Background: an optimization exercise with open tools, aiming at small area. Do not read the settings as production practice.
RTL that was checked went through simulation tests only; none was proved equivalent to the original.
Function not checked in runs 4 to 7: the RTL went through the layout flow alone.
Power figures rest on the tool's default switching activity, not on a simulated workload. The flow treats the clock pin as an ideal source, which a real chip does not have.

`design/flow/config.mk`:
```
export PLATFORM = sky130hd
export DESIGN_NAME = spk_out
export DESIGN_NICKNAME = spk_out
export VERILOG_FILES = /design/flow/design.v
export SDC_FILE = /design/flow/constraint.sdc
export NUM_CORES = 4
export LEC_CHECK = 0
export CAP_MARGIN = 20
export CORE_MARGIN = 2
export CORE_UTILIZATION = 40
export SLEW_MARGIN = 20
```
`design/flow/run.sh`:
```
#!/bin/bash
# synth_recipe.tcl (not shown) runs the flow's synth.tcl, then flattens the netlist and writes it again
# the make line also repeats each setting of config.mk as NAME=value (left out here)
make -C /OpenROAD-flow-scripts/flow DESIGN_CONFIG=/design/flow/config.mk WORK_HOME=/design/flow/orfs CLKGATE_MAP_FILE= SYNTH_SCRIPT=/design/flow/synth_recipe.tcl finish
```
`design/flow/design.v`:
```
`default_nettype none
package spk_out_pkg;
    localparam int FLIT_W      = 59;
    localparam int TYPE_W      = 3;
    localparam int ROUTE_W     = 21;
    localparam int TYPE_MSB    = 58;
    localparam int ROUTE_MSB   = 55;
    localparam int ROUTE_LSB   = 35;
    localparam int NEURON_ID_W = 24;
    localparam int CONT_BIT = 0;
    localparam int DST_ADDR_W = 4;
    localparam int DST_DEPTH  = 16;
    localparam int FIFO_ADDR_W = 4;
    localparam int FIFO_DEPTH  = 16;
    localparam int FIFO_AFULL  = 15;
    localparam int CREDIT_W   = 4;
    localparam int CREDIT_MAX = 15;
    typedef logic [FLIT_W-1:0]      flit_t;
    typedef logic [TYPE_W-1:0]      flit_type_t;
    typedef logic [ROUTE_W-1:0]     route_t;
    typedef logic [NEURON_ID_W-1:0] neuron_id_t;
    typedef logic [DST_ADDR_W-1:0]  dst_addr_t;
    typedef logic [FIFO_ADDR_W-1:0] fifo_addr_t;
    typedef logic [CREDIT_W-1:0]    credit_t;
    localparam flit_type_t SPIKE    = 3'b000;
    localparam flit_type_t DATA     = 3'b001;
    localparam flit_type_t DATA_END = 3'b010;
    localparam flit_type_t WRITE    = 3'b110;
    localparam flit_type_t READ     = 3'b111;
    typedef enum logic [1:0] {
        S_IDLE,
        S_WAIT,
        S_SEND
    } send_state_t;
endpackage
`default_nettype wire
`timescale 1ns/1ns
`default_nettype none
import spk_out_pkg::*;
module dst_ram (
    input  wire                   clk,
    input  wire                   wr_en,
    input  spk_out_pkg::dst_addr_t wr_addr,
    input  spk_out_pkg::route_t    wr_data,
    input  wire                   rd_en,
    input  spk_out_pkg::dst_addr_t rd_addr,
    output spk_out_pkg::route_t    rd_data
);
    spk_out_pkg::route_t mem [0:DST_DEPTH-1];
    always_ff @(posedge clk) begin
        if (wr_en) begin
            mem[wr_addr] <= wr_data;
        end
    end
    always_ff @(posedge clk) begin
        if (rd_en) begin
            rd_data <= mem[rd_addr];
        end
    end
endmodule
`default_nettype wire
`timescale 1ns/1ns
`default_nettype none
import spk_out_pkg::*;
module data_fifo (
    input  wire                 clk,
    input  wire                 rst_n,
    input  wire                 wr_en,
    input  wire                 rd_en,
    input  spk_out_pkg::flit_t  din,
    output spk_out_pkg::flit_t  dout,
    output logic                almost_full,
    output logic                empty
);
    spk_out_pkg::flit_t                  mem [0:FIFO_DEPTH-1];
    spk_out_pkg::fifo_addr_t             wr_ptr;
    spk_out_pkg::fifo_addr_t             rd_ptr;
    logic [FIFO_ADDR_W:0]   count;
    logic                   full;
    logic                   do_wr;
    logic                   do_rd;
    assign full        = (count == FIFO_DEPTH);
    assign empty       = (count == '0);
    assign almost_full = (count >= FIFO_AFULL);
    assign do_wr = wr_en && !full;
    assign do_rd = rd_en && !empty;
    always_ff @(posedge clk) begin
        if (do_wr) begin
            mem[wr_ptr] <= din;
        end
    end
    always_ff @(posedge clk) begin
        if (do_rd) begin
            dout <= mem[rd_ptr];
        end
    end
    always_ff @(posedge clk or negedge rst_n) begin
        if (!rst_n) begin
            wr_ptr <= '0;
            rd_ptr <= '0;
            count  <= '0;
        end else begin
            if (do_wr) begin
                wr_ptr <= wr_ptr + 1'b1;
            end
            if (do_rd) begin
                rd_ptr <= rd_ptr + 1'b1;
            end
            if (do_wr && !do_rd) begin
                count <= count + 1'b1;
            end else if (do_rd && !do_wr) begin
                count <= count - 1'b1;
            end
        end
    end
endmodule
`default_nettype wire
`timescale 1ns/1ns
`default_nettype none
import spk_out_pkg::*;
module spike_ingress (
    input  wire                     clk,
    input  wire                     rst_n,
    input  wire                     soma_fire,
    input  spk_out_pkg::neuron_id_t neuron_id,
    input  wire                     config_we,
    input  spk_out_pkg::flit_t      config_flit,
    output logic                    config_full,
    input  wire                     pop,
    output spk_out_pkg::flit_t      pop_data,
    output logic                    empty
);
    logic  push;
    spk_out_pkg::flit_t push_data;
    spk_out_pkg::flit_t spike_flit;
    always_comb begin
        spike_flit                        = '0;
        spike_flit[TYPE_MSB:ROUTE_MSB+1]  = SPIKE;
        spike_flit[NEURON_ID_W-1:0]       = neuron_id;
    end
    assign push      = soma_fire || config_we;
    assign push_data = soma_fire ? spike_flit : config_flit;
    data_fifo i_data_fifo (
        .clk         (clk),
        .rst_n       (rst_n),
        .wr_en       (push),
        .rd_en       (pop),
        .din         (push_data),
        .dout        (pop_data),
        .almost_full (config_full),
        .empty       (empty)
    );
endmodule
`default_nettype wire
`timescale 1ns/1ns
`default_nettype none
import spk_out_pkg::*;
module flit_sender (
    input  wire                     clk,
    input  wire                     rst_n,
    output logic                    pop,
    input  spk_out_pkg::flit_t      pop_data,
    input  wire                     empty,
    input  wire                     credit_in,
    output logic                    flit_out_wr,
    output spk_out_pkg::flit_t      flit_out,
    input  wire                     dst_we,
    input  spk_out_pkg::dst_addr_t  dst_waddr,
    input  spk_out_pkg::route_t     dst_wdata,
    input  wire                     dst_re,
    input  spk_out_pkg::dst_addr_t  dst_raddr,
    output spk_out_pkg::route_t     dst_rdata
);
    spk_out_pkg::send_state_t state;
    spk_out_pkg::send_state_t state_nxt;
    spk_out_pkg::credit_t     credit;
    spk_out_pkg::dst_addr_t   dst_addr;
    spk_out_pkg::dst_addr_t   tbl_raddr;
    logic        tbl_re;
    logic        more_dst;
    logic        can_send;
    spk_out_pkg::flit_type_t  out_type;
    spk_out_pkg::flit_type_t  in_type;
    assign out_type = flit_out[TYPE_MSB:ROUTE_MSB+1];
    assign in_type  = pop_data[TYPE_MSB:ROUTE_MSB+1];
    assign more_dst = (out_type != READ) && flit_out[ROUTE_LSB+CONT_BIT];
    assign can_send = (credit != '0);
    assign flit_out_wr = (state == S_SEND);
    always_comb begin
        state_nxt = state;
        pop       = 1'b0;
        tbl_re    = 1'b0;
        tbl_raddr = '0;
        case (state)
            S_IDLE: begin
                if (!empty) begin
                    pop       = 1'b1;
                    tbl_re    = 1'b1;
                    state_nxt = S_WAIT;
                end
            end
            S_WAIT: begin
                if (can_send) begin
                    state_nxt = S_SEND;
                end
            end
            S_SEND: begin
                if (more_dst) begin
                    tbl_re    = 1'b1;
                    tbl_raddr = dst_addr + 1'b1;
                    state_nxt = S_WAIT;
                end else if (!empty) begin
                    pop       = 1'b1;
                    tbl_re    = 1'b1;
                    state_nxt = S_WAIT;
                end else begin
                    state_nxt = S_IDLE;
                end
            end
            default: begin
                state_nxt = S_IDLE;
            end
        endcase
    end
    always_ff @(posedge clk or negedge rst_n) begin
        if (!rst_n) begin
            state    <= S_IDLE;
            dst_addr <= '0;
        end else begin
            state <= state_nxt;
            if (tbl_re || flit_out_wr) begin
                dst_addr <= tbl_raddr;
            end
        end
    end
    always_ff @(posedge clk or negedge rst_n) begin
        if (!rst_n) begin
            flit_out <= '0;
        end else if ((state == S_WAIT) && can_send) begin
            if (in_type == READ) begin
                flit_out <= pop_data;
            end else begin
                flit_out <= {in_type, dst_rdata, pop_data[ROUTE_LSB-1:0]};
            end
        end
    end
    always_ff @(posedge clk or negedge rst_n) begin
        if (!rst_n) begin
            credit <= spk_out_pkg::credit_t'(CREDIT_MAX);
        end else begin
            case ({credit_in, flit_out_wr})
                2'b10:   credit <= credit + 1'b1;
                2'b01:   credit <= credit - 1'b1;
                default: credit <= credit;
            endcase
        end
    end
    dst_ram i_dst_ram (
        .clk     (clk),
        .wr_en   (dst_we),
        .wr_addr (dst_waddr),
        .wr_data (dst_wdata),
        .rd_en   (tbl_re || dst_re),
        .rd_addr (tbl_re ? tbl_raddr : dst_raddr),
        .rd_data (dst_rdata)
    );
endmodule
`default_nettype wire
`timescale 1ns/1ns
`default_nettype none
import spk_out_pkg::*;
module spk_out (
    input  wire                     clk,
    input  wire                     rst_n,
    input  wire                     soma_fire,
    input  spk_out_pkg::neuron_id_t neuron_id,
    input  wire                     config_we,
    input  spk_out_pkg::flit_t      config_flit,
    output logic                    config_full,
    input  wire                     credit_in,
    output logic                    flit_out_wr,
    output spk_out_pkg::flit_t      flit_out,
    input  wire                     dst_we,
    input  spk_out_pkg::dst_addr_t  dst_waddr,
    input  spk_out_pkg::route_t     dst_wdata,
    input  wire                     dst_re,
    input  spk_out_pkg::dst_addr_t  dst_raddr,
    output spk_out_pkg::route_t     dst_rdata
);
    logic  pop;
    spk_out_pkg::flit_t pop_data;
    logic  empty;
    spike_ingress i_spike_ingress (
        .clk         (clk),
        .rst_n       (rst_n),
        .soma_fire   (soma_fire),
        .neuron_id   (neuron_id),
        .config_we   (config_we),
        .config_flit (config_flit),
        .config_full (config_full),
        .pop         (pop),
        .pop_data    (pop_data),
        .empty       (empty)
    );
    flit_sender i_flit_sender (
        .clk         (clk),
        .rst_n       (rst_n),
        .pop         (pop),
        .pop_data    (pop_data),
        .empty       (empty),
        .credit_in   (credit_in),
        .flit_out_wr (flit_out_wr),
        .flit_out    (flit_out),
        .dst_we      (dst_we),
        .dst_waddr   (dst_waddr),
        .dst_wdata   (dst_wdata),
        .dst_re      (dst_re),
        .dst_raddr   (dst_raddr),
        .dst_rdata   (dst_rdata)
    );
endmodule
`default_nettype wire
```
`design/flow/constraint.sdc`:
```
create_clock -name core_clock -period 5.0 [get_ports {clk}]
set_input_delay 1.0000 -clock core_clock [delete_from_list [all_inputs] [get_ports {clk}]]
set_output_delay 1.0000 -clock core_clock [all_outputs]
set_load 0.01 [all_outputs]
```
==> results.ini, run 1 <==
[logic_synthesis]
ys_seq_area_frac=0.772
ys.flop_type=edfxtp_1
synth-edff-count=1360
synth_warnings=4
synth_seq_cells=1442
syn_area_mm2=0.0556
yosysUniqueCellTypes=74
syn_inst=2605
async_reset_ff_frac=0.0569
avgSynthCellArea_um2=21.3

[pwr]
ir_drop_mv=0.636
powerDensity_mw_per_mm2=583
leakage_nw=21.2

[timing]
clock-skew-final_ns=0.0302
tns_ns=0
rsz0062_at_grt=no
setup_viol=0
post-route-period-util=0.693
final.min_clock_period_ns=3.47
drv_slew=0
worst_pin_slew_ns=1.13
max_freq_ghz=0.288
report.final.hold_viol_count=0
slew_headroom=0.245

[clocking]
clk_latency_ns=0.77
cts_resized=0
clk_pin_slew_ns=0.06
cts_tree=built
cts-root-buf=clkbuf_16
clkSinkCount=1442
cts_made_buffers=150
clock_path_buffers=3
hold_buffers=0
htreeDepth=4
cts_setup_buffers=0

[run_status]
status=timing/DRC/antenna clean

[detailed_routing]
firstDrtPassIters=7
drt_iter0_markers=2839
finalWirelength_um=136000
ant_nets=0
wl_per_cell_um=28.2
drc=0
vias=27200
vias_per_cell=5.66

[critical_path]
cp_data_required_time_ns=5.50
slowest_stage=dfrtp_1
path_delay_family=simple AND/OR/NAND/NOR gates
crit_type=flop to flop
cp.buffers_inverters=1
cp_cell_sequence=nand3b_4 > or3_1 > o21ai_4 > buf_12 > mux2_2 > a222oi_1 > nand4_1
critPathCaptureType=flop
arrival_ns=3.96
cp-start-kind=flop
cp_max_fo=78
max_stage_delay_ns=0.76

[floorplan]
fp.dieH_um=377
ios=201
rows=136
die_width_um=377
core_area_mm2=0.138
floorplan.initialDensity=0.404
die_area_mm2=0.142

[place]
io_buffers=200
dpl_cell_area_mm2=0.0601
place_hpwl_um=73500
routabilityCongestion=0.802

[grt]
grt_max_degree=79
grtUsageTotal=0.192
grt_pass1_vias=28100
grt_antenna_before_repair=10
overflow=0
grt_first_pass_wirelength_um=196000

[run]
maxCapViolCount=0

[worst_hold_path]
min-delay-path-class=primary input to asynchronous set/reset pin

[finish]
nFillCells=11100
final_area_mm2=0.0652
area_delta_synth_final_pct=17.2
drive_gt1_frac=0.243
nets=3020

[power by group]
part	internal, W	switching, W	total (W)
clock	0.00666	0.00459	0.0113
sequential	0.0155	0.00119	0.0167
combinational	0.00468	0.00535	0.0100
[cells by family after synthesis]
family / Yosys count / share of synthesized area
compound gates: 171 / 0.0235
xor+xnor: 16 / 0.00252
fa+ha+maj: 16 / 0.00387
buf+inv: 154 / 0.0133
flops: 1442 / 0.772
mux: 489 / 0.158
simple gates: 317 / 0.0275
[synth_stat cells, types with 4 or more instances]
cell	count	area (um^2)
o22ai_1	17	106
o21ai_2	4	35.0
a22oi_1	12	90.1
inv_1	17	63.8
a211o_1	8	70.1
nand2_1	174	653
buf_1	12	45.0
mux2i_1	103	1030
and2_1	7	43.8
nand4_1	20	125
mux4_2	301	6780
o221ai_1	16	140
buf_2	36	180
dfrtp_1	78	1950
buf_6	7	78.8
nand3_1	11	55.1
clkbuf_1	67	251
nand2b_1	4	25.0
a2111oi_2	4	60.1
a221oi_1	5	43.8
o32a_1	7	70.1
a311oi_1	5	43.8
mux2_2	85	957
nand3b_1	5	37.5
a32oi_1	6	52.6
edfxtp_1	1360	40800
o21ai_0	28	140
a31oi_1	7	43.8
nor3_1	13	65.1
dfstp_2	4	105
xnor2_1	11	96.3
a21oi_1	9	45.0
ha_1	14	175
nor2b_1	35	219
a222oi_1	8	80.1
xor2_1	5	43.8
buf_4	13	97.6
nor2_1	30	113
o211ai_1	16	120
[per-stage QoR]
stage | setup WS (ns) | instances | utilization | power (W) | hold slack [ns]
after floorplan | 0.138 | 2605 | - | 0.0232 | 0.415
after global placement | 1.10 | 4527 | 0.437 | 0.0269 | 0.426
after detailed placement | 1.02 | 4527 | 0.437 | 0.0272 | 0.429
after CTS | 1.50 | 4803 | 0.473 | 0.0384 | 0.316
after global routing | 1.38 | 4804 | 0.473 | 0.0396 | 0.366
final | 1.53 | 4805 | 0.473 | 0.0380 | 0.327
[metal layers]
| metal | track usage | up-vias | share of wire |
|---|---|---|---|
| li1 | - | 11400 | - |
| met1 | 0.259 | 14600 | 0.41 |
| met2 | 0.321 | 1029 | 0.50 |
| met3 | 0.0334 | 214 | 0.066 |
| met4 | 0.0548 | 6 | 0.021 |
| met5 | 0 | - | 0.00027 |
[final cells by class]
type	instances	area, um^2	share of cell area
clock buffer	209	4140	0.0635
clock inverter	67	880	0.0135
antenna	2	5.00	0.0000768
multi-input combinational	1009	12200	0.188
inverter	17	63.8	0.000979
timing repair buffer	265	2690	0.0412
sequential	1442	42900	0.658
tap	1794	2240	0.0344
[path summary, 6_finish.rpt]
check	from	slack (ns)	end	cells past startpoint
setup / recovery	i_flit_sender.flit_out[35]	1.53	i_flit_sender.i_dst_ram.rd_data[3]	7
hold / removal	rst_n	0.33	i_flit_sender.flit_out[0]	1
setup reg to reg	i_flit_sender.flit_out[35]	1.53	i_flit_sender.i_dst_ram.rd_data[3]	7
hold reg to reg	i_spike_ingress.i_data_fifo.dout[4]	0.44	i_flit_sender.flit_out[4]	2
max in group asynchronous	rst_n	3.50	i_flit_sender.flit_out[36]	2
min in group core_clock	i_spike_ingress.i_data_fifo.dout[4]	0.44	i_flit_sender.flit_out[4]	2
[flip-flops by register name (all words and copies together), names as in the netlist]
register and cells:
i_flit_sender.i_dst_ram.mem 336, i_flit_sender.dst_addr 4, i_spike_ingress.i_data_fifo.count 5, i_flit_sender.credit 4
i_flit_sender.i_dst_ram.rd_data 21, i_spike_ingress.i_data_fifo.wr_ptr 4, i_spike_ingress.i_data_fifo.mem 944, i_spike_ingress.i_data_fifo.rd_ptr 4
i_flit_sender.state 2, i_flit_sender.flit_out 59, i_spike_ingress.i_data_fifo.dout 59
[worst reg2reg max path, stage by stage (launching register included)]
cell	delay, ns
dfrtp_1	0.76
nand3b_4	0.20
or3_1	0.64
o21ai_4	0.21
buf_12	0.38
mux2_2	0.51
a222oi_1	0.37
nand4_1	0.14
[cell usage in the layout (no fill, tap or decap), types with 6 or more instances in the layout]
cell type | Yosys | final
mux2_2 | 85 | 85
clkinv_1 | 0 | 21
mux4_2 | 301 | 301
clkbuf_8 | 0 | 8
a31oi_1 | 7 | 6
edfxtp_1 | 1360 | 1360
clkbuf_1 | 67 | 47
a211o_1 | 8 | 8
a22oi_1 | 12 | 12
a21oi_1 | 9 | 7
clkinv_2 | 0 | 13
mux2i_1 | 103 | 103
dfrtp_1 | 78 | 74
ha_1 | 14 | 14
buf_4 | 13 | 51
o22ai_1 | 17 | 17
and2_1 | 7 | 7
nor2_1 | 30 | 6
nand2_1 | 174 | 174
nor2_4 | 0 | 24
nand3_1 | 11 | 10
a32oi_1 | 6 | 6
nor2b_1 | 35 | 35
nand4_1 | 20 | 20
inv_1 | 17 | 16
o221ai_1 | 16 | 16
o21ai_0 | 28 | 28
bufinv_16 | 0 | 16
clkbuf_16 | 0 | 154
buf_12 | 0 | 16
xnor2_1 | 11 | 11
a222oi_1 | 8 | 8
o32a_1 | 7 | 7
o211ai_1 | 16 | 16
clkdlybuf4s50_1 | 0 | 198
==> run 2: changes to the inputs <==
==> design/flow/design.v (replaced) <==
`default_nettype none
package spk_out_pkg;
    localparam int FLIT_W      = 59;
    localparam int TYPE_W      = 3;
    localparam int ROUTE_W     = 21;
    localparam int TYPE_MSB    = 58;
    localparam int ROUTE_MSB   = 55;
    localparam int ROUTE_LSB   = 35;
    localparam int NEURON_ID_W = 24;
    localparam int CONT_BIT = 0;
    localparam int DST_ADDR_W = 4;
    localparam int DST_DEPTH  = 16;
    localparam int FIFO_ADDR_W = 4;
    localparam int FIFO_DEPTH  = 16;
    localparam int FIFO_AFULL  = 15;
    localparam int CREDIT_W   = 4;
    localparam int CREDIT_MAX = 15;
    typedef logic [FLIT_W-1:0]      flit_t;
    typedef logic [TYPE_W-1:0]      flit_type_t;
    typedef logic [ROUTE_W-1:0]     route_t;
    typedef logic [NEURON_ID_W-1:0] neuron_id_t;
    typedef logic [DST_ADDR_W-1:0]  dst_addr_t;
    typedef logic [FIFO_ADDR_W-1:0] fifo_addr_t;
    typedef logic [CREDIT_W-1:0]    credit_t;
    localparam flit_type_t SPIKE    = 3'b000;
    localparam flit_type_t DATA     = 3'b001;
    localparam flit_type_t DATA_END = 3'b010;
    localparam flit_type_t WRITE    = 3'b110;
    localparam flit_type_t READ     = 3'b111;
    typedef enum logic [1:0] {
        S_IDLE,
        S_WAIT,
        S_SEND
    } send_state_t;
endpackage
`default_nettype wire
`timescale 1ns/1ns
`default_nettype none
module spk_out (
    input  wire         clk,
    input  wire         rst_n,
    input  wire         soma_fire,
    input  wire [23:0]  neuron_id,
    input  wire         config_we,
    input  wire [58:0]  config_flit,
    output logic        config_full,
    input  wire         credit_in,
    output logic        flit_out_wr,
    output logic [58:0] flit_out,
    input  wire         dst_we,
    input  wire [3:0]   dst_waddr,
    input  wire [20:0]  dst_wdata,
    input  wire         dst_re,
    input  wire [3:0]   dst_raddr,
    output logic [20:0] dst_rdata
);
    localparam int N = 15;    
    localparam int W = 57;    
    logic [20:0] tbl [0:15];
    logic [3:0]  taddr;       
    always_ff @(posedge clk) begin
        if (dst_we) tbl[dst_waddr] <= dst_wdata;
    end
    assign dst_rdata = tbl[taddr];
    logic [W-1:0] q   [0:N-1];
    logic [N-1:0] v;
    logic [N:0]   rdy;        
    logic         push;
    logic         pop;
    logic [W-1:0] din;
    logic         cfg_read;
    assign push     = soma_fire || config_we;
    assign cfg_read = (config_flit[58:56] == 3'b111);
    always_comb begin
        din[56]    = !soma_fire && cfg_read;
        din[55:38] = config_flit[55:38];
        din[37:35] = soma_fire ? 3'b000 :
                     (cfg_read ? config_flit[37:35] : config_flit[58:56]);
        din[34:24] = soma_fire ? 11'b0 : config_flit[34:24];
        din[23:0]  = soma_fire ? neuron_id : config_flit[23:0];
    end
    always_comb begin
        rdy[N] = pop;
        for (int i = N - 1; i >= 0; i--) rdy[i] = !v[i] || rdy[i+1];
    end
    always_ff @(posedge clk) begin
        if (rdy[0]) q[0] <= din;
        for (int i = 1; i < N; i++) begin
            if (rdy[i]) q[i] <= q[i-1];
        end
    end
    always_ff @(posedge clk or negedge rst_n) begin
        if (!rst_n) begin
            v <= '0;
        end else begin
            if (rdy[0]) v[0] <= push;
            for (int i = 1; i < N; i++) begin
                if (rdy[i]) v[i] <= v[i-1];
            end
        end
    end
    assign config_full = &v;
    logic [W-1:0] head;
    logic [3:0]   credit;
    logic         head_read;
    logic [20:0]  route;
    assign head      = q[N-1];
    assign head_read = head[56];
    assign route     = dst_rdata;
    assign flit_out_wr = v[N-1] && (credit != 4'd0);
    assign flit_out    = {head_read ? 3'b111 : head[37:35],
                          head_read ? head[55:35] : route,
                          head[34:0]};
    assign pop         = flit_out_wr && (head_read || !route[0]);
    always_ff @(posedge clk or negedge rst_n) begin
        if (!rst_n) begin
            taddr <= 4'd0;
        end else if (dst_re) begin
            taddr <= dst_raddr;
        end else if (pop || !v[N-1]) begin
            taddr <= 4'd0;
        end else if (flit_out_wr) begin
            taddr <= taddr + 4'd1;
        end
    end
    always_ff @(posedge clk or negedge rst_n) begin
        if (!rst_n) begin
            credit <= 4'd15;
        end else if (credit_in && !flit_out_wr) begin
            credit <= credit + 4'd1;
        end else if (!credit_in && flit_out_wr) begin
            credit <= credit - 4'd1;
        end
    end
endmodule
`default_nettype wire
--- a/design/flow/config.mk
+++ b/design/flow/config.mk
@@ -9,3 +9,5 @@
 export CORE_MARGIN = 2
-export CORE_UTILIZATION = 40
+export CORE_UTILIZATION = 60
+export CTS_BUF_LIST = sky130_fd_sc_hd__clkbuf_8
+export CTS_CLUSTER_SIZE = 30
 export SLEW_MARGIN = 20
==> run 2 against run 1 <==
Fmax decreased by 26%. Non-clock buffer count decreased by 23. Global-route usage decreased by 0.69 points. Setup slack got worse by 1.2 ns. Via count decreased by 42%. Sequential share of layout area increased by 12 points. Utilization increased by 23 points. Clock skew decreased by 0.0021 ns. Clock-buffer cell count decreased by 21. Wire length decreased by 54%. Highest routed layer is now met4.
==> results.ini, run 2 <==
[clocking]
clock_path_buffers=3
clk_latency_ns=0.79
hold_buffers=0
clk_pin_slew_ns=0.06
cts_resized=0
htreeDepth=4
cts_made_buffers=182
cts_setup_buffers=0
cts_tree=built
cts-root-buf=clkbuf_8
clkSinkCount=1214

[detailed_routing]
finalWirelength_um=61900
vias_per_cell=5.30
wl_per_cell_um=21.0
drt_iter0_markers=1222
firstDrtPassIters=5
ant_nets=0
drc=0
vias=15600

[critical_path]
arrival_ns=3.69
r2r_setup_slack_ns=1.58
cp_max_fo=33
worstRegToRegCells=8
cp_data_required_time_ns=4.00
crit_type=flop to primary output
cp-start-kind=flop
critPathCaptureType=primary output

[grt]
grtUsageTotal=0.185
grt_pass1_vias=16200
grt_antenna_before_repair=2
grt_first_pass_wirelength_um=94900
grt_max_degree=88
overflow=0

[logic_synthesis]
async_reset_ff_frac=0.0189
ys.flop_type=edfxtp_1
synth_largest_area_cell=edfxtp_1
synth_most_common_cell=edfxtp_1
synth_warnings=2
synth_seq_cells=1214
syn_area_mm2=0.0406
synth-edff-count=1191
syn_inst=1578
yosysUniqueCellTypes=46
avgSynthCellArea_um2=25.7
ys_seq_area_frac=0.895
netlist.area_leader.share=0.880
ys_top_cells_by_count=edfxtp_1, mux4_2, buf_4
synth_area_leaders=edfxtp_1, mux4_2, dfrtp_1

[timing]
worst_pin_slew_ns=0.990
drv_slew=0
max_freq_ghz=0.213
clock-skew-final_ns=0.0280
slew_headroom=0.337
tns_ns=0
report.final.hold_viol_count=0
post-route-period-util=0.938
setup_viol=0
rsz0062_at_grt=no
final.min_clock_period_ns=4.69

[pwr]
powerDensity_mw_per_mm2=650
ir_drop_mv=1.11
leakage_nw=16.2
p_total_w=0.0305

[floorplan]
die_width_um=264
ios=201
die_area_mm2=0.0698
fp.dieH_um=264
rows=95
floorplan.initialDensity=0.605
core_area_mm2=0.0672

[finish]
nets=2055
largest_reg_flops=855
drive_gt1_frac=0.211
top_regs=q (855), tbl (336), v (15)
nFillCells=4010
fin_cells=2953
registers.top_by_ff_count=q
final_cell_mix=edfxtp_1, clkdlybuf4s50_1, clkbuf_8
final_common_cell=edfxtp_1
area_delta_synth_final_pct=15.6
final_area_mm2=0.0470

[place]
dpl_cell_area_mm2=0.0437
place_hpwl_um=34600
io_buffers=200
routabilityCongestion=0.761
dp.cells=2620

[run_status]
status=timing/DRC/antenna clean

[run]
maxCapViolCount=0

[worst_hold_path]
min-delay-path-class=primary input to asynchronous set/reset pin

## run 2: cell count changes after synthesis, sizes merged, moves of 13 or more
cell    delta
nand2    -154
mux2      -37
nand4     -16
mux2i     -99
o21ai     -31
o221ai    -13
clkbuf    -52
edfxtp   -169
nor2b     -23
dfrtp     -59
o22ai     -17
o211ai    -15
mux4     -200
## run 2: final cells by class
class,instances,area [um^2],share of cell area
Antenna cell,2,5.00,0.000107
Clock buffer,188,2590,0.0551
Clock inverter,143,657,0.0140
Inverter,5,18.8,0.000400
Multi-Input combinational cell,286,3900,0.0831
Sequential cell,1214,36400,0.774
Tap cell,873,1090,0.0233
Timing Repair Buffer,242,2340,0.0499
## run 2: path summary, 6_finish.rpt
kind                       startpoint      endpoint
hold / removal                  rst_n      taddr[1]
max in group asynchronous       rst_n      taddr[0]
setup reg to reg             taddr[0]     q[10][25]
setup / recovery             taddr[0]  flit_out[39]
hold reg to reg             q[13][56]     q[14][56]
min in group core_clock     q[13][56]     q[14][56]
## run 2: cell families after synthesis
family	Yosys count	synth area share
AOI/OAI and AO/OA	27	0.00554
xor gates and xnor gates	6	0.00129
adders and majority gates	5	0.00172
buffers and inverters	78	0.0123
DFF	1214	0.895
muxes	153	0.0723
and+or+nand+nor	95	0.0123
## run 2: layer usage
metal	wire, um	global-route usage	vias up
li1	-	-	7212
met1	27600	0.267	7845
met2	29400	0.280	477
met3	3570	0.0474	103
met4	1310	0.0688	0
met5	0	0	-
## run 2: worst max-delay path: stages, from the launching register on
cell	delay [ns]
dfrtp_4	0.65
buf_12	0.31
mux4_2	0.55
mux4_2	0.54
mux2_4	0.31
clkdlybuf4s50_1	0.49
## run 2: metrics by stage
step / setup WS, ns / hold WS (ns) / utilization
floorplan: 0.780 / 0.400 / -
global placement: 1.12 / 0.401 / 0.651
detailed placement: 1.10 / 0.405 / 0.651
CTS: 0.197 / 0.407 / 0.699
global route: 0.142 / 0.184 / 0.699
finish: 0.308 / 0.201 / 0.699
## run 2: power by group
| part | switching, W | internal [W] | leakage (nW) |
|---|---|---|---|
| combinational | 0.00340 | 0.00163 | 2.24 |
| clock | 0.00345 | 0.00355 | 1.91 |
| sequential | 0.00109 | 0.0174 | 12.0 |
| total | 0.00794 | 0.0226 | 16.2 |
==> run 3: changes to the inputs <==
--- a/design/flow/config.mk
+++ b/design/flow/config.mk
@@ -9,5 +9,3 @@
 export CORE_MARGIN = 2
-export CORE_UTILIZATION = 60
-export CTS_BUF_LIST = sky130_fd_sc_hd__clkbuf_8
-export CTS_CLUSTER_SIZE = 30
+export CORE_UTILIZATION = 40
 export SLEW_MARGIN = 20
==> run 3 against run 2 <==
Still clean on timing, DRC and antenna. Final cell count increased by 12%. Synthesized cell count did not move. First-iteration DRC count shrank 4.4%. Register-to-register slack lost 0.15 ns. Setup slack better by 0.072 ns. Non-clock buffer count decreased by 2. Power up 3.4%. Utilization fell by 22 points. Fmax rose by 1.6%. Final area grew 2.0%. Highest routed layer unchanged.
==> results.ini, run 3 <==
[run_status]
status=timing/DRC/antenna clean

[grt]
grt_pass1_vias=15900
grt_first_pass_wirelength_um=97300
grt_max_degree=88
grtUsageTotal=0.124
overflow=0
grt_antenna_before_repair=5

[floorplan]
die_width_um=323
ios=201
floorplan.initialDensity=0.405
die_area_mm2=0.104
core_area_mm2=0.100
fp.dieH_um=323
rows=116

[pwr]
p_int_w=0.0238
p_seq_frac=0.587
power_switching_w=0.00776
power.share.clock=0.262
powerDensity_mw_per_mm2=659
leakage_nw=16.0
combPwrFrac=0.152
netSwitchingFraction=0.246
ir_drop_mv=0.865

[critical_path]
cp_cell_sequence=buf_12 > mux4_1 > mux4_2 > mux2_4 > clkdlybuf4s50_1
path_depth=5
cp-start-kind=flop
path_delay_family=multiplexers
arrival_ns=3.62
cp_data_required_time_ns=4.00
reg2reg_to=q[1][19]
cp.buffers_inverters=2
slowest_stage=dfrtp_4
max_stage_delay_ns=0.62
r2r_setup_slack_ns=1.43
cp_max_fo=55
reg2reg_from=taddr[0]
crit_type=flop to primary output
critPathCaptureType=primary output
worstRegToRegCells=8

[logic_synthesis]
synth_warnings=2
yosysUniqueCellTypes=46
ys.flop_type=edfxtp_1
async_reset_ff_frac=0.0189
synth_most_common_cell=edfxtp_1
netlist.area_leader.share=0.880
ys_top_cells_by_count=edfxtp_1, mux4_2, buf_4
avgSynthCellArea_um2=25.7
syn_area_mm2=0.0406
synth_seq_cells=1214
synth-edff-count=1191
synth_area_leaders=edfxtp_1, mux4_2, dfrtp_1
syn_inst=1578
synth_largest_area_cell=edfxtp_1
ys_seq_area_frac=0.895

[clocking]
clkSinkCount=1214
cts_tree=built
hold_buffers=0
clock_path_buffers=3
clk_latency_ns=0.68
cts_setup_buffers=0
cts_resized=0
clk_pin_slew_ns=0.06
htreeDepth=3
cts-root-buf=clkbuf_16
cts_made_buffers=114

[place]
routabilityCongestion=0.728
dp.cells=3102
place_hpwl_um=37600
io_buffers=200
dpl_cell_area_mm2=0.0442

[finish]
registers.top_by_ff_count=q
largest_reg_flops=855
final_area_mm2=0.0479
fin_cells=3312
final_cell_mix=edfxtp_1, clkdlybuf4s50_1, clkbuf_16
nFillCells=8094
area_delta_synth_final_pct=17.9
top_regs=q (855), tbl (336), v (15)
final_common_cell=edfxtp_1
nets=1985
drive_gt1_frac=0.190

[timing]
rsz0062_at_grt=no
clock-skew-final_ns=0.0474
tns_ns=0
post-route-period-util=0.924
slew_headroom=0.395
final.min_clock_period_ns=4.62
drv_slew=0
setup_viol=0
max_freq_ghz=0.216
worst_pin_slew_ns=0.907
report.final.hold_viol_count=0

[worst_hold_path]
min-delay-path-class=flop to flop
holdPathEnd=q[5][53]
min_from=q[4][53]
whs_path_depth=0

[detailed_routing]
vias_per_cell=4.59
firstDrtPassIters=5
vias=15200
ant_nets=0
drc=0
drt_iter0_markers=1168
finalWirelength_um=63200
wl_per_cell_um=19.1

[run]
maxCapViolCount=0

## run 3: changes by cell type in the layout (fill, tap and decap cells not counted), moves of 10 or more
| cell | previous run | this run |
|---|---|---|
| bufinv_16 | 1 | 11 |
| clkinv_1 | 49 | 20 |
| clkbuf_1 | 0 | 37 |
| inv_1 | 73 | 5 |
| clkbuf_16 | 0 | 115 |
| clkbuf_8 | 188 | 1 |
## run 3: worst max-delay path by stage
stage / end / startpoint
final: flit_out[55] / taddr[0]
after detailed placement: flit_out[55] / taddr[0]
after CTS: flit_out[55] / taddr[0]
after floorplan: q[10][0] / taddr[0]
after global routing: flit_out[35] / taddr[0]
after global placement: flit_out[35] / taddr[0]
## run 3: power groups by stage
stage          registers (W)  logic [W]  clock network [W]
6_report              0.0185    0.00479            0.00826
5_1_grt               0.0190    0.00526            0.00895
4_1_cts               0.0186    0.00494            0.00851
3_5_place_dp          0.0188    0.00493                  0
3_3_place_gp          0.0187    0.00480                  0
2_1_floorplan         0.0184    0.00320                  0
## run 3: area by class of cell
type / count / area [um^2] / share of cell area
Antenna cell: 2 / 5.00 / 0.000105
Sequential cell: 1214 / 36400 / 0.759
Clock inverter: 55 / 618 / 0.0129
Multi-Input combinational cell: 286 / 3850 / 0.0803
Timing Repair Buffer: 240 / 2320 / 0.0485
Clock buffer: 153 / 3030 / 0.0633
Tap cell: 1357 / 1700 / 0.0355
Inverter: 5 / 18.8 / 0.000392
## run 3: logic make-up (layout without fill, tap and decap cells)
kind of cell / Yosys count / count (layout) / share of synthesized area
multiplexers: 153 / 153 / 0.0723
adder cells (fa/ha/maj): 5 / 5 / 0.00172
XOR/XNOR: 6 / 6 / 0.00129
AND/OR/NAND/NOR: 95 / 95 / 0.0123
other: 0 / 2 / 0
flip-flops: 1214 / 1214 / 0.895
buffers and inverters: 78 / 453 / 0.0123
AO/OA/AOI/OAI: 27 / 27 / 0.00554
## run 3: per-layer routing
metal | vias to the layer above | wire, um | global-route usage
met4 | 0 | 1920 | 0.0497
met5 | - | 0 | 0
met2 | 451 | 31000 | 0.202
met1 | 7586 | 26600 | 0.165
met3 | 123 | 3640 | 0.0235
li1 | 7027 | - | -
## run 3: stage by stage
step / hold slack (ns) / utilization / total power [W] / setup WS (ns)
2_1_floorplan: 0.400 / - / 0.0216 / 0.780
3_3_place_gp: 0.401 / 0.440 / 0.0235 / 0.963
3_5_place_dp: 0.405 / 0.440 / 0.0237 / 0.986
4_1_cts: 0.388 / 0.477 / 0.0321 / 0.291
5_1_grt: 0.408 / 0.477 / 0.0332 / 0.181
6_report: 0.388 / 0.477 / 0.0316 / 0.379
==> run 4: changes to the inputs <==
--- a/design/flow/design.v
+++ b/design/flow/design.v
@@ -63,3 +63,13 @@
     end
-    assign dst_rdata = tbl[taddr];
+    logic [15:0] tsel;
+    logic        rsel;
+    logic [20:0] rd_or;
+    always_comb begin
+        rd_or = rsel ? q[N-1][55:35] : 21'b0;
+        for (int i = 0; i < 16; i++) begin
+            tsel[i] = (taddr == 4'(i)) && !rsel;
+            rd_or   = rd_or | (tsel[i] ? tbl[i] : 21'b0);
+        end
+    end
+    assign dst_rdata = rd_or;
     logic [W-1:0] q   [0:N-1];
@@ -109,5 +119,6 @@
     assign route     = dst_rdata;
+    assign rsel      = v[N-1] && head_read;
     assign flit_out_wr = v[N-1] && (credit != 4'd0);
     assign flit_out    = {head_read ? 3'b111 : head[37:35],
-                          head_read ? head[55:35] : route,
+                          route,
                           head[34:0]};
--- a/design/flow/config.mk
+++ b/design/flow/config.mk
@@ -9,3 +9,6 @@
 export CORE_MARGIN = 2
-export CORE_UTILIZATION = 40
+export CORE_UTILIZATION = 60
+export CTS_BUF_LIST = sky130_fd_sc_hd__clkbuf_8
+export CTS_CLUSTER_DIAMETER = 60
+export CTS_CLUSTER_SIZE = 20
 export SLEW_MARGIN = 20
==> run 4 against run 3 <==
Hold slack worse by 0.10 ns. Final area down 6.5%. Highest routed layer is now met5. Area after synthesis down 0.94%. Still clean. Combinational power up 17%. Register-to-register slack better by 0.04 ns. Clock power down 45%. Die area down 34%.
==> results.ini, run 4 <==
[detailed_routing]
firstDrtPassIters=7
finalWirelength_um=66500
wl_per_cell_um=23.1
drt_iter0_markers=1583
vias_per_cell=5.72
ant_nets=0
drc=0
vias=16500

[pwr]
leakage_nw=15.2
power.share.clock=0.162
p_seq_frac=0.639
p_int_w=0.0206
power_switching_w=0.00751
netSwitchingFraction=0.267
combPwrFrac=0.199
ir_drop_mv=0.460
powerDensity_mw_per_mm2=628

[timing]
report.final.hold_viol_count=0
final.setup.worst_slack_ns=0.271
slew_headroom=0.243
clock-skew-final_ns=0.0350
worst_pin_slew_ns=1.13
post-route-period-util=0.946
tns_ns=0
max_freq_ghz=0.211
holdWs_ns=0.287
setup_viol=0
final.min_clock_period_ns=4.73
rsz0062_at_grt=no
drv_slew=0

[logic_synthesis]
ys.flop_type=edfxtp_1
syn_area_mm2=0.0402
avgSynthCellArea_um2=23.0
ys_top_cells_by_count=edfxtp_1, a22oi_1, buf_4
netlist.area_leader.share=0.889
synth_most_common_cell=edfxtp_1
yosysUniqueCellTypes=60
synth_area_leaders=edfxtp_1, a22oi_1, dfrtp_1
ys_seq_area_frac=0.903
syn_inst=1753
synth_seq_cells=1214
synth-edff-count=1191
async_reset_ff_frac=0.0189
synth_warnings=2
synth_largest_area_cell=edfxtp_1

[grt]
grt_first_pass_wirelength_um=100000
grtUsageTotal=0.194
grt_max_degree=58
grt_antenna_before_repair=3
grt_pass1_vias=16700
overflow=0

[critical_path]
reg2reg_from=q[14][56]
cp.buffers_inverters=3
path_depth=8
cp_data_required_time_ns=4.00
cp-start-kind=flop
critPathCaptureType=primary output
max_stage_delay_ns=0.75
slowest_stage=and3_1
cp_max_fo=11
crit_type=flop to primary output
arrival_ns=3.73
cp_cell_sequence=inv_1 > ha_1 > and3_1 > buf_4 > a22oi_1 > and4_1 > nand4_1 > clkdlybuf4s50_1
r2r_setup_slack_ns=1.47
path_delay_family=simple AND/OR/NAND/NOR gates
crit_path_end=flit_out[41]
worstRegToRegCells=6
reg2reg_to=q[8][0]
crit_start=taddr[0]

[clocking]
clock_path_buffers=3
clk_latency_ns=0.70
cts_made_buffers=75
hold_buffers=0
cts-root-buf=clkbuf_8
clk_pin_slew_ns=0.11
cts_tree=built
htreeDepth=3
clkSinkCount=1214

[place]
dp.cells=2776
io_buffers=200
place_hpwl_um=39400
pre_cts_slack_ns=0.803
routabilityCongestion=0.851

[floorplan]
core_area_mm2=0.0661
floorplan.initialDensity=0.609
fp.dieH_um=263
die_width_um=263
die_area_mm2=0.0692
ios=201
rows=94

[finish]
final_common_cell=edfxtp_1
multi_input_area_mm2=0.00330
top_regs=q (855), tbl (336), v (15)
fin_cells=2877
registers.top_by_ff_count=q
largest_reg_flops=855
drive_gt1_frac=0.118
final_cell_mix=edfxtp_1, clkdlybuf4s50_1, a22oi_1
utilization=0.677
seq_area_mm2=0.0363
area_delta_synth_final_pct=11.2
nets=2116
nFillCells=4190

[run]
maxCapViolCount=0

[run_status]
status=timing/DRC/antenna clean

[worst_hold_path]
min-delay-path-class=primary input to asynchronous set/reset pin

==> run 4: cell types whose count changed after synthesis, moves of 10 or more <==
cell      previous run  this run
mux4_2              99         0
a221oi_1             1        18
a22o_1               0        11
buf_4               35        61
mux2i_1              4        14
a222oi_1             0        12
nand4_1              4        24
a22oi_1              0       103
buf_2                8        21
mux2_4              20         1
==> run 4: timing repair <==
item                                    CTS  global route
endpoints found under the setup margin    0            22
setup buffers                             0             0
resized for setup                         0             2
==> run 4: routing by layer <==
layer	track usage	part of all wire	vias up
met5	0	0.00041	-
met4	0.0624	0.024	4
met3	0.0355	0.073	126
met2	0.311	0.48	623
met1	0.276	0.42	8247
li1	-	-	7462
==> run 4: cell type report <==
class	count	area share
antenna	2	0.000112
clock buffer	77	0.0237
clock inverter	22	0.00693
inverter	7	0.000587
multi-input combinational	426	0.0738
sequential	1214	0.812
tap	864	0.0241
timing repair buffer	265	0.0590
==> run 4: stage by stage <==
stage	total power [W]	instance area [um^2]
after detailed placement	0.0240	43400
after floorplan	0.0213	40200
after global placement	0.0237	43400
final	0.0281	44800
after global routing	0.0295	44800
after CTS	0.0285	44800
==> run 4: how the worst min path moves through the flow <==
stage | to | slack, ns | depth (start not counted)
final | v[7] | 0.29 | 1
after detailed placement | q[10][10] | 0.40 | 0
after CTS | q[1][17] | 0.41 | 0
after global placement | q[12][41] | 0.40 | 0
after global routing | v[8] | 0.28 | 1
after floorplan | q[10][0] | 0.40 | 0
==> run 4: cells by family after synthesis <==
| group | synth area share |
|---|---|
| adder cells (fa/ha/maj) | 0.00267 |
| AO/OA/AOI/OAI | 0.0383 |
| multiplexers | 0.0134 |
| flip-flops | 0.903 |
| buffers and inverters | 0.0173 |
| XOR/XNOR | 0.00109 |
| AND/OR/NAND/NOR | 0.0244 |
==> run 4: power groups by stage <==
| stage | logic [W] | clock network (W) | registers (W) |
|---|---|---|---|
| 4_1_cts | 0.00574 | 0.00473 | 0.0180 |
| 3_5_place_dp | 0.00573 | 0 | 0.0183 |
| 5_1_grt | 0.00608 | 0.00505 | 0.0184 |
| 6_report | 0.00559 | 0.00455 | 0.0180 |
| 3_3_place_gp | 0.00561 | 0 | 0.0181 |
| 2_1_floorplan | 0.00332 | 0 | 0.0180 |
==> run 5: changes to the inputs <==
--- a/design/flow/config.mk
+++ b/design/flow/config.mk
@@ -10,5 +10,5 @@
 export CORE_UTILIZATION = 60
-export CTS_BUF_LIST = sky130_fd_sc_hd__clkbuf_8
-export CTS_CLUSTER_DIAMETER = 60
-export CTS_CLUSTER_SIZE = 20
+export CTS_BUF_LIST = sky130_fd_sc_hd__clkbuf_16
+export CTS_CLUSTER_DIAMETER = 80
+export CTS_CLUSTER_SIZE = 30
 export SLEW_MARGIN = 20
==> run 5 against run 4 <==
Wire length fell by 0.95%. Utilization barely moved. Fmax fell by 2.4%. Final area barely moved. Die area did not move. Sequential power barely moved. First-iteration DRC count rose by 10%. Synthesized cell count did not move. Clock skew fell by 0.015 ns. Hold slack improved by 0.060 ns. Highest routed layer unchanged.
==> results.ini, run 5 <==
[grt]
grt_pass1_vias=16400
grtUsageTotal=0.192
grt_max_degree=58
grt_first_pass_wirelength_um=99300
overflow=0
grt_antenna_before_repair=2

[floorplan]
ios=201
rows=94
die_area_mm2=0.0692
floorplan.initialDensity=0.609
fp.dieH_um=263
die_width_um=263
core_area_mm2=0.0661

[finish]
area_delta_synth_final_pct=11.3
nFillCells=4198
largest_reg_flops=855
num_antenna_cells=0
registers.top_by_ff_count=q
drive_gt1_frac=0.102
nets=2089
final_area_mm2=0.0448
final_common_cell=edfxtp_1
top_regs=q (855), tbl (336), v (15)
final_cell_mix=edfxtp_1, clkdlybuf4s50_1, a22oi_1

[detailed_routing]
ant_nets=0
drt_iter0_markers=1745
firstDrtPassIters=6
drc=0
vias=16300
vias_per_cell=5.73
wl_per_cell_um=23.2
finalWirelength_um=65900

[pwr]
p_seq_frac=0.637
power_switching_w=0.00747
leakage_nw=15.2
power.share.clock=0.166
netSwitchingFraction=0.265
powerDensity_mw_per_mm2=630
ir_drop_mv=0.469
p_int_w=0.0208
combPwrFrac=0.198
p_total_w=0.0282

[clocking]
cts_tree=built
htreeDepth=2
cts_setup_buffers=0
clk_pin_slew_ns=0.10
clkSinkCount=1214
cts_made_buffers=48
clock_path_buffers=3
clk_latency_ns=0.63
cts-root-buf=clkbuf_16

[critical_path]
cp.buffers_inverters=3
max_stage_delay_ns=0.61
slowest_stage=a21boi_0
cp_cell_sequence=inv_1 > ha_1 > a21boi_0 > and2_1 > buf_4 > a22oi_1 > and4_1 > nand4_1 > clkdlybuf4s50_1
critPathCaptureType=primary output
cp_max_fo=12
crit_type=flop to primary output
arrival_ns=3.85
path_delay_family=buffers and inverters
cp-start-kind=flop
cp_data_required_time_ns=4.00

[timing]
post-route-period-util=0.969
max_freq_ghz=0.206
final.min_clock_period_ns=4.85
tns_ns=0
worst_pin_slew_ns=1.14
slew_headroom=0.234
setup_viol=0
clock-skew-final_ns=0.0201
report.final.hold_viol_count=0
final.setup.worst_slack_ns=0.154
drv_slew=0
rsz0062_at_grt=no

[logic_synthesis]
synth_seq_cells=1214
yosysUniqueCellTypes=60
netlist.area_leader.share=0.889
ys_seq_area_frac=0.903
synth_area_leaders=edfxtp_1, a22oi_1, dfrtp_1
syn_inst=1753
ys_top_cells_by_count=edfxtp_1, a22oi_1, buf_4
synth-edff-count=1191
synth_largest_area_cell=edfxtp_1
synth_most_common_cell=edfxtp_1
syn_area_mm2=0.0402
avgSynthCellArea_um2=23.0
async_reset_ff_frac=0.0189
ys.flop_type=edfxtp_1
synth_warnings=2

[run]
maxCapViolCount=0

[worst_hold_path]
min-delay-path-class=primary input to asynchronous set/reset pin

[place]
routabilityCongestion=0.851
dpl_cell_area_mm2=0.0434
io_buffers=200
place_hpwl_um=39400
pre_cts_slack_ns=0.803

[run_status]
status=timing/DRC/antenna clean

==> run 5: cell counts after synthesis <==
No cell type changed its count.
==> run 5: routing by layer <==
metal	GRT usage	routed length, um	up-vias	share of wire
met2	0.309	32100	573	0.49
li1	-	-	7411	-
met5	0	30	-	0.00046
met1	0.276	27800	8198	0.42
met3	0.0332	4700	97	0.071
met4	0.0534	1320	4	0.020
==> run 5: final timing paths <==
kind | start | endpoint | slack, ns | depth (start not counted)
max | taddr[1] | flit_out[42] | 0.15 | 9
min | rst_n | v[9] | 0.35 | 1
max reg2reg | q[14][56] | q[8][10] | 1.45 | 6
min reg2reg | q[0][10] | q[1][10] | 0.42 | 0
max in group asynchronous | rst_n | credit[3] | 4.28 | 1
min in group core_clock | q[0][10] | q[1][10] | 0.42 | 0
==> run 5: stage by stage <==
step                utilization  hold slack (ns)  std cells
finish                    0.678            0.348       2842
global route              0.678            0.349       2842
CTS                       0.678            0.417       2842
detailed placement        0.656            0.405       2776
global placement          0.656            0.400       2776
floorplan                     -            0.400       1753
==> run 5: repair_timing <==
item,4_1_cts,5_1_grt
hold buffers,0,0
endpoints found under the setup margin,0,6
resized for setup,0,1
==> run 5: area by class of cell <==
type                       count  area [um^2]  share of cell area
tap                          864         1080              0.0241
multi-input combinational    426         3300              0.0738
clock buffer                  49         1230              0.0274
sequential                  1214        36300               0.811
inverter                       7         26.3            0.000586
timing repair buffer         265         2640              0.0590
clock inverter                17          176             0.00394
==> run 5: cell families (layout without fill, tap and decap cells) <==
family	Yosys count	in the layout	synth area share
flip-flops	1214	1214	0.903
AO/OA/AOI/OAI	195	195	0.0383
AND/OR/NAND/NOR	169	169	0.0244
buffers and inverters	113	338	0.0173
multiplexers	49	49	0.0134
adder cells (fa/ha/maj)	8	8	0.00267
XOR/XNOR	5	5	0.00109
==> run 5: power by group through the flow <==
stage / Clock, W / Combinational, W / Sequential, W
5_1_grt: 0.00517 / 0.00607 / 0.0184
6_report: 0.00468 / 0.00558 / 0.0180
3_3_place_gp: 0 / 0.00561 / 0.0181
3_5_place_dp: 0 / 0.00573 / 0.0183
4_1_cts: 0.00484 / 0.00573 / 0.0180
2_1_floorplan: 0 / 0.00332 / 0.0180
==> run 6: changes to the inputs <==
==> design/flow/flow/run.sh (new file) <==
#!/bin/bash
# Standard ORFS layout with two changes: ports are buffered with the
# smallest buffer (buf_1), and clock tree synthesis uses large sink clusters
# of clkbuf_16 leaf buffers without dummy loads.
set -euo pipefail
export BUFFER_PORTS_ARGS="-buffer_cell sky130_fd_sc_hd__buf_1"
export CTS_ARGS="-sink_clustering_enable -repair_clock_nets -dont_use_dummy_load -buf_list sky130_fd_sc_hd__clkbuf_16 -sink_clustering_size 30 -sink_clustering_max_diameter 80"
bash standard.sh > make_finish.log 2>&1
==> design/flow/standard.sh (new file) <==
#!/bin/bash
# synth_recipe.tcl (not shown) runs the flow's synth.tcl, then flattens the netlist and writes it again
# the make line also repeats each setting of config.mk as NAME=value (left out here)
make -C /OpenROAD-flow-scripts/flow DESIGN_CONFIG=/design/flow/config.mk WORK_HOME=/design/flow/orfs CLKGATE_MAP_FILE= SYNTH_SCRIPT=/design/flow/synth_recipe.tcl "${@:-finish}"
--- a/design/flow/config.mk
+++ b/design/flow/config.mk
@@ -10,5 +10,2 @@
 export CORE_UTILIZATION = 60
-export CTS_BUF_LIST = sky130_fd_sc_hd__clkbuf_16
-export CTS_CLUSTER_DIAMETER = 80
-export CTS_CLUSTER_SIZE = 30
 export SLEW_MARGIN = 20
removed: design/flow/run.sh
==> run 6 against run 5 <==
Highest routed layer unchanged. Combinational power down 15%. Critical path depth unchanged. Area after synthesis unchanged. Setup slack better by 0.50 ns. Wire length down 1.3%. Flip-flop and latch count unchanged.
==> results.ini, run 6 <==
[run_status]
status=timing/DRC/antenna clean

[logic_synthesis]
ys.flop_type=edfxtp_1
synth_area_leaders=edfxtp_1, a22oi_1, dfrtp_1
synth_most_common_cell=edfxtp_1
syn_area_mm2=0.0402
netlist.area_leader.share=0.889
ys_seq_area_frac=0.903
syn_inst=1753
synth_seq_cells=1214
async_reset_ff_frac=0.0189
synth-edff-count=1191
ys_top_cells_by_count=edfxtp_1, a22oi_1, buf_4
yosysUniqueCellTypes=60
synth_warnings=2
avgSynthCellArea_um2=23.0
synth_largest_area_cell=edfxtp_1

[detailed_routing]
dr_wl_met3_um=5220
dr.max_layer_used=met5
drt_iter0_markers=1714
dr_wl_met2_um=30000
ant_nets=0
vias_per_cell=5.75
drc=0
met1_length_um=28100
firstDrtPassIters=5
wl_per_cell_um=23.0
vias=16300
finalWirelength_um=65000

[clocking]
cts-root-buf=clkbuf_16
htreeDepth=2
clock_path_buffers=3
clkSinkCount=1214
clk_latency_ns=0.63
cts_setup_buffers=0
cts_resized=0
clk_pin_slew_ns=0.10
cts_made_buffers=47
hold_buffers=0
cts_tree=built

[critical_path]
cp_data_required_time_ns=4.00
cp_cell_sequence=inv_1 > ha_1 > a21bo_2 > nor3_4 > buf_4 > a22oi_1 > and4_1 > nand4_1 > buf_1
max_stage_delay_ns=0.79
reg2reg_from=v[14]
path_depth=9
worstRegToRegCells=7
r2r_setup_slack_ns=1.47
cp.buffers_inverters=3
cp-start-kind=flop
slowest_stage=nor3_4
crit_type=flop to primary output
arrival_ns=3.35
path_delay_family=simple AND/OR/NAND/NOR gates
critPathCaptureType=primary output
crit_path_end=flit_out[54]
crit_start=taddr[0]
reg2reg_to=q[5][14]
cp_max_fo=12

[finish]
largest_reg_flops=855
nFillCells=4362
area_delta_synth_final_pct=7.48
nets=2091
drive_gt1_frac=0.0979
registers.top_by_ff_count=q
top_regs=q (855), tbl (336), v (15)
final_area_mm2=0.0433
final_common_cell=edfxtp_1
final_cell_mix=edfxtp_1, buf_1, a22oi_1

[timing]
worst_pin_slew_ns=1.10
report.final.hold_viol_count=0
drv_slew=0
rsz0062_at_grt=no
final.min_clock_period_ns=4.35
setup_viol=0
holdWs_ns=0.350
max_freq_ghz=0.230
post-route-period-util=0.869
clock-skew-final_ns=0.0531
slew_headroom=0.262
tns_ns=0

[grt]
grt_pass1_vias=16300
grtUsageTotal=0.191
grt_max_degree=58
grt_antenna_before_repair=3
overflow=0
grt_first_pass_wirelength_um=99700

[place]
io_buffers=200
routabilityCongestion=0.849
place_hpwl_um=40200
dpl_cell_area_mm2=0.0421

[pwr]
p_seq_frac=0.664
power.share.clock=0.160
netSwitchingFraction=0.269
leakage_nw=14.5
powerDensity_mw_per_mm2=626
combPwrFrac=0.176
power_switching_w=0.00728
ir_drop_mv=0.573
p_int_w=0.0198

[floorplan]
core_area_mm2=0.0661
ios=201
die_width_um=263
rows=94
floorplan.initialDensity=0.609
die_area_mm2=0.0692
fp.dieH_um=263

[worst_hold_path]
min-delay-path-class=primary input to asynchronous set/reset pin

[run]
maxCapViolCount=0

## run 6: cell counts after synthesis
Identical to the previous run, type by type.
## run 6: how the worst min path moves through the flow
stage | start | endpoint | slack (ns) | cells past startpoint
2_1_floorplan | q[9][0] | q[10][0] | 0.40 | 0
4_1_cts | rst_n | v[7] | 0.31 | 2
3_5_place_dp | q[9][2] | q[10][2] | 0.40 | 0
6_report | rst_n | v[7] | 0.35 | 2
3_3_place_gp | q[8][16] | q[9][16] | 0.40 | 0
5_1_grt | rst_n | v[13] | 0.36 | 2
## run 6: final cells by class
class / count / area (um^2) / area share
Multi-Input combinational cell: 426 / 3290 / 0.0761
Clock buffer: 47 / 1180 / 0.0272
Inverter: 7 / 26.3 / 0.000607
Antenna cell: 1 / 2.50 / 0.0000578
Sequential cell: 1214 / 36300 / 0.840
Timing Repair Buffer: 268 / 1340 / 0.0309
Tap cell: 864 / 1080 / 0.0250
## run 6: cells by family after synthesis
| family | Yosys count | share of synthesized area |
|---|---|---|
| DFF | 1214 | 0.903 |
| AOI/OAI and AO/OA | 195 | 0.0383 |
| and+or+nand+nor | 169 | 0.0244 |
| buffers and inverters | 113 | 0.0173 |
| muxes | 49 | 0.0134 |
| adders and majority gates | 8 | 0.00267 |
| xor gates and xnor gates | 5 | 0.00109 |
## run 6: layer usage
metal | vias up | global-route usage
met5 | - | 0
met4 | 4 | 0.0593
met3 | 103 | 0.0397
met2 | 610 | 0.290
met1 | 8131 | 0.285
li1 | 7407 | -
## run 6: power groups by stage
stage / sequential [W] / combinational (W) / clock [W]
floorplan: 0.0180 / 0.00332 / 0
global placement: 0.0181 / 0.00480 / 0
detailed placement: 0.0183 / 0.00489 / 0
CTS: 0.0180 / 0.00490 / 0.00450
global route: 0.0184 / 0.00525 / 0.00482
finish: 0.0180 / 0.00475 / 0.00434
## run 6: stage by stage
step	utilization	power, W	setup WS [ns]	instances
finish	0.655	0.0271	0.653	2827
CTS	0.654	0.0274	0.676	2826
global placement	0.637	0.0229	1.38	2779
global route	0.654	0.0285	0.491	2826
detailed placement	0.637	0.0232	1.30	2779
floorplan	-	0.0213	0.704	1753
==> run 7: changes to the inputs <==
--- a/design/flow/flow/run.sh
+++ b/design/flow/flow/run.sh
@@ -6,2 +6,3 @@
 export BUFFER_PORTS_ARGS="-buffer_cell sky130_fd_sc_hd__buf_1"
+export REMOVE_ABC_BUFFERS=1
 export CTS_ARGS="-sink_clustering_enable -repair_clock_nets -dont_use_dummy_load -buf_list sky130_fd_sc_hd__clkbuf_16 -sink_clustering_size 30 -sink_clustering_max_diameter 80"
==> run 7 against run 6 <==
Synthesized cell count is the same. Clock-buffer cell count rose by 1. Sequential power about the same. Clock skew down 0.014 ns. Via count is essentially flat. Final area shrank 0.20%. Setup slack got worse by 0.14 ns. Wire length up 1.8%. Flip-flop and latch count is the same. Utilization is 0.13 points lower. Critical endpoint is now flit_out[55].
==> results.ini, run 7 <==
[clocking]
clkSinkCount=1214
clock_path_buffers=3
cts_resized=0
cts-root-buf=clkbuf_16
htreeDepth=2
clk_latency_ns=0.62
cts_setup_buffers=0
cts_tree=built
hold_buffers=0
cts_made_buffers=48
clk_pin_slew_ns=0.10

[logic_synthesis]
ys_seq_area_frac=0.903
synth_largest_area_cell=edfxtp_1
syn_inst=1753
synth_seq_cells=1214
synth.area.mux_share=0.0134
yosysUniqueCellTypes=60
synth_xor_area_frac=0.00109
ys_top_cells_by_count=edfxtp_1, a22oi_1, buf_4
synth-edff-count=1191
synthAdderAreaFrac=0.00267
synth-compound-area-share=0.0383
ys.flop_type=edfxtp_1
syn_area_mm2=0.0402
synth_area_leaders=edfxtp_1, a22oi_1, dfrtp_1
synth_top_family_by_area=compound AO/OA/AOI/OAI gates
async_reset_ff_frac=0.0189
avgSynthCellArea_um2=23.0
synth_warnings=2
netlist.area_leader.share=0.889
synth_most_common_cell=edfxtp_1
synth-simple-area-share=0.0244

[floorplan]
rows=94
core_area_mm2=0.0661
ios=201
die_width_um=263
floorplan.initialDensity=0.609
die_area_mm2=0.0692
fp.dieH_um=263

[timing]
holdWs_ns=0.351
slew_headroom=0.267
post-route-period-util=0.897
max_freq_ghz=0.223
clock-skew-final_ns=0.0389
final.min_clock_period_ns=4.48
report.final.hold_viol_count=0
worst_pin_slew_ns=1.10
drv_slew=0
rsz0062_at_grt=no
setup_viol=0

[finish]
largest_reg_flops=855
area_delta_synth_final_pct=7.27
final_common_cell=edfxtp_1
fin_cells=2818
registers.top_by_ff_count=q
top_regs=q (855), tbl (336), v (15)
final_cell_mix=edfxtp_1, buf_1, a22oi_1
num_antenna_cells=0
drive_gt1_frac=0.0931
utilization=0.653
nets=2083
final_area_mm2=0.0432

[place]
place_hpwl_um=39300
dpl_cell_area_mm2=0.0420
dp.cells=2770
io_buffers=200
routabilityCongestion=0.871

[pwr]
leakage_nw=14.4
powerDensity_mw_per_mm2=627
p_total_w=0.0271
ir_drop_mv=0.664

[detailed_routing]
drt_iter0_markers=1706
wl_per_cell_um=23.5
finalWirelength_um=66200
ant_nets=0
vias=16200
firstDrtPassIters=7
drc=0
vias_per_cell=5.76

[grt]
grt_max_degree=58
grt_first_pass_wirelength_um=100000
overflow=0
grt_pass1_vias=16300
grt_antenna_before_repair=1
grtUsageTotal=0.193

[run]
maxCapViolCount=0

[critical_path]
cp-start-kind=flop
cp_max_fo=12
cp_data_required_time_ns=4.00
critPathCaptureType=primary output
crit_type=flop to primary output
arrival_ns=3.48

[run_status]
status=timing/DRC/antenna clean

[worst_hold_path]
min-delay-path-class=primary input to asynchronous set/reset pin

## run 7: cell counts after synthesis
No cell type changed its count.
## run 7: worst paths after layout
check | from | endpoint | slack [ns] | depth (start not counted)
setup / recovery | taddr[0] | flit_out[55] | 0.52 | 9
hold / removal | rst_n | v[12] | 0.35 | 2
setup reg to reg | taddr[2] | q[3][16] | 1.17 | 8
hold reg to reg | q[12][30] | q[13][30] | 0.42 | 0
max in group asynchronous | rst_n | credit[2] | 4.36 | 2
min in group core_clock | q[12][30] | q[13][30] | 0.42 | 0
## run 7: area by class of cell
| cell class | instances | area (um^2) |
|---|---|---|
| Timing Repair Buffer | 259 | 1230 |
| Tap cell | 864 | 1080 |
| Fill cell | 4371 | 22900 |
| Sequential cell | 1214 | 36300 |
| Multi-Input combinational cell | 426 | 3290 |
| Clock buffer | 48 | 1200 |
| Inverter | 7 | 26.3 |
## run 7: metal layers
metal / track usage / wire length, um / up-vias
li1: - / - / 7382
met1: 0.290 / 29000 / 8109
met2: 0.296 / 30500 / 631
met3: 0.0320 / 4590 / 118
met4: 0.0658 / 2100 / 2
met5: 0 / 11 / -
## run 7: logic make-up after synthesis
logic type                 Yosys count
AOI/OAI and AO/OA                  195
xor gates and xnor gates             5
adders and majority gates            8
buffers and inverters              113
DFF                               1214
muxes                               49
and+or+nand+nor                    169
## run 7: metrics by stage
stage,setup TNS [ns],worst slack (ns)
floorplan,-13.69,-0.0802
global placement,0,1.23
detailed placement,0,1.18
CTS,0,0.491
global route,0,0.362
finish,0,0.517
## run 7: report_power, final
part	switching, W	total (W)	internal [W]
clock network	0.00265	0.00438	0.00173
logic	0.00364	0.00469	0.00105
registers	0.00105	0.0180	0.0169
## run 7: critical path: stages (launching register included)
cell,delay [ns]
dfrtp_1,0.45
inv_1,0.12
ha_1,0.24
a21bo_2,0.28
nor3_4,0.66
buf_4,0.36
a222oi_1,0.10
and4_1,0.25
nand4_1,0.20
buf_1,0.19

==> re-timing with driven ports <==
Ports are ideal in the flow. The routed layouts listed here were re-timed in OpenROAD.
Step 1, drivers: a clkbuf_16 drives clk and a buf_2 each remaining input, both assumed.
Step 2, shift: input delay + t, output delay - t, t = (earliest + latest rising clock arrival at the registers) / 2. This alone moves slack from input paths to output paths.
Three values: no drivers, after step 1, after step 2; two values: the first two.
| run | t, ns | slack for setup (ns) | slew at the worst register clock pin (ns) | worst data-port slew with drivers (ns) | pins driven straight from the clock port |
|---|---|---|---|---|---|
| run 1 | 0.833 | 1.534 / 1.534 / 0.938 | 0.06 / 0.06 | 0.12 | 1 |
| run 2 | 0.839 | 0.308 / 0.247 / 1.087 | 0.06 / 0.06 | 0.11 | 1 |
| run 3 | 0.724 | 0.379 / 0.319 / 1.043 | 0.07 / 0.07 | 0.12 | 1 |
| run 4 | 0.734 | 0.271 / 0.213 / 0.948 | 0.12 / 0.12 | 0.10 | 1 |
| run 5 | 0.681 | 0.154 / 0.091 / 0.773 | 0.11 / 0.11 | 0.10 | 1 |
| run 6 | 0.666 | 0.653 / 0.590 / 1.256 | 0.11 / 0.11 | 0.10 | 1 |
| run 7 | 0.665 | 0.517 / 0.452 / 1.118 | 0.11 / 0.11 | 0.09 | 1 |
After both steps every run listed still meets setup and hold. For run 1, which loses most, drivers alone change the setup slack by 0.000 ns; drivers and shift together by -0.596 ns.
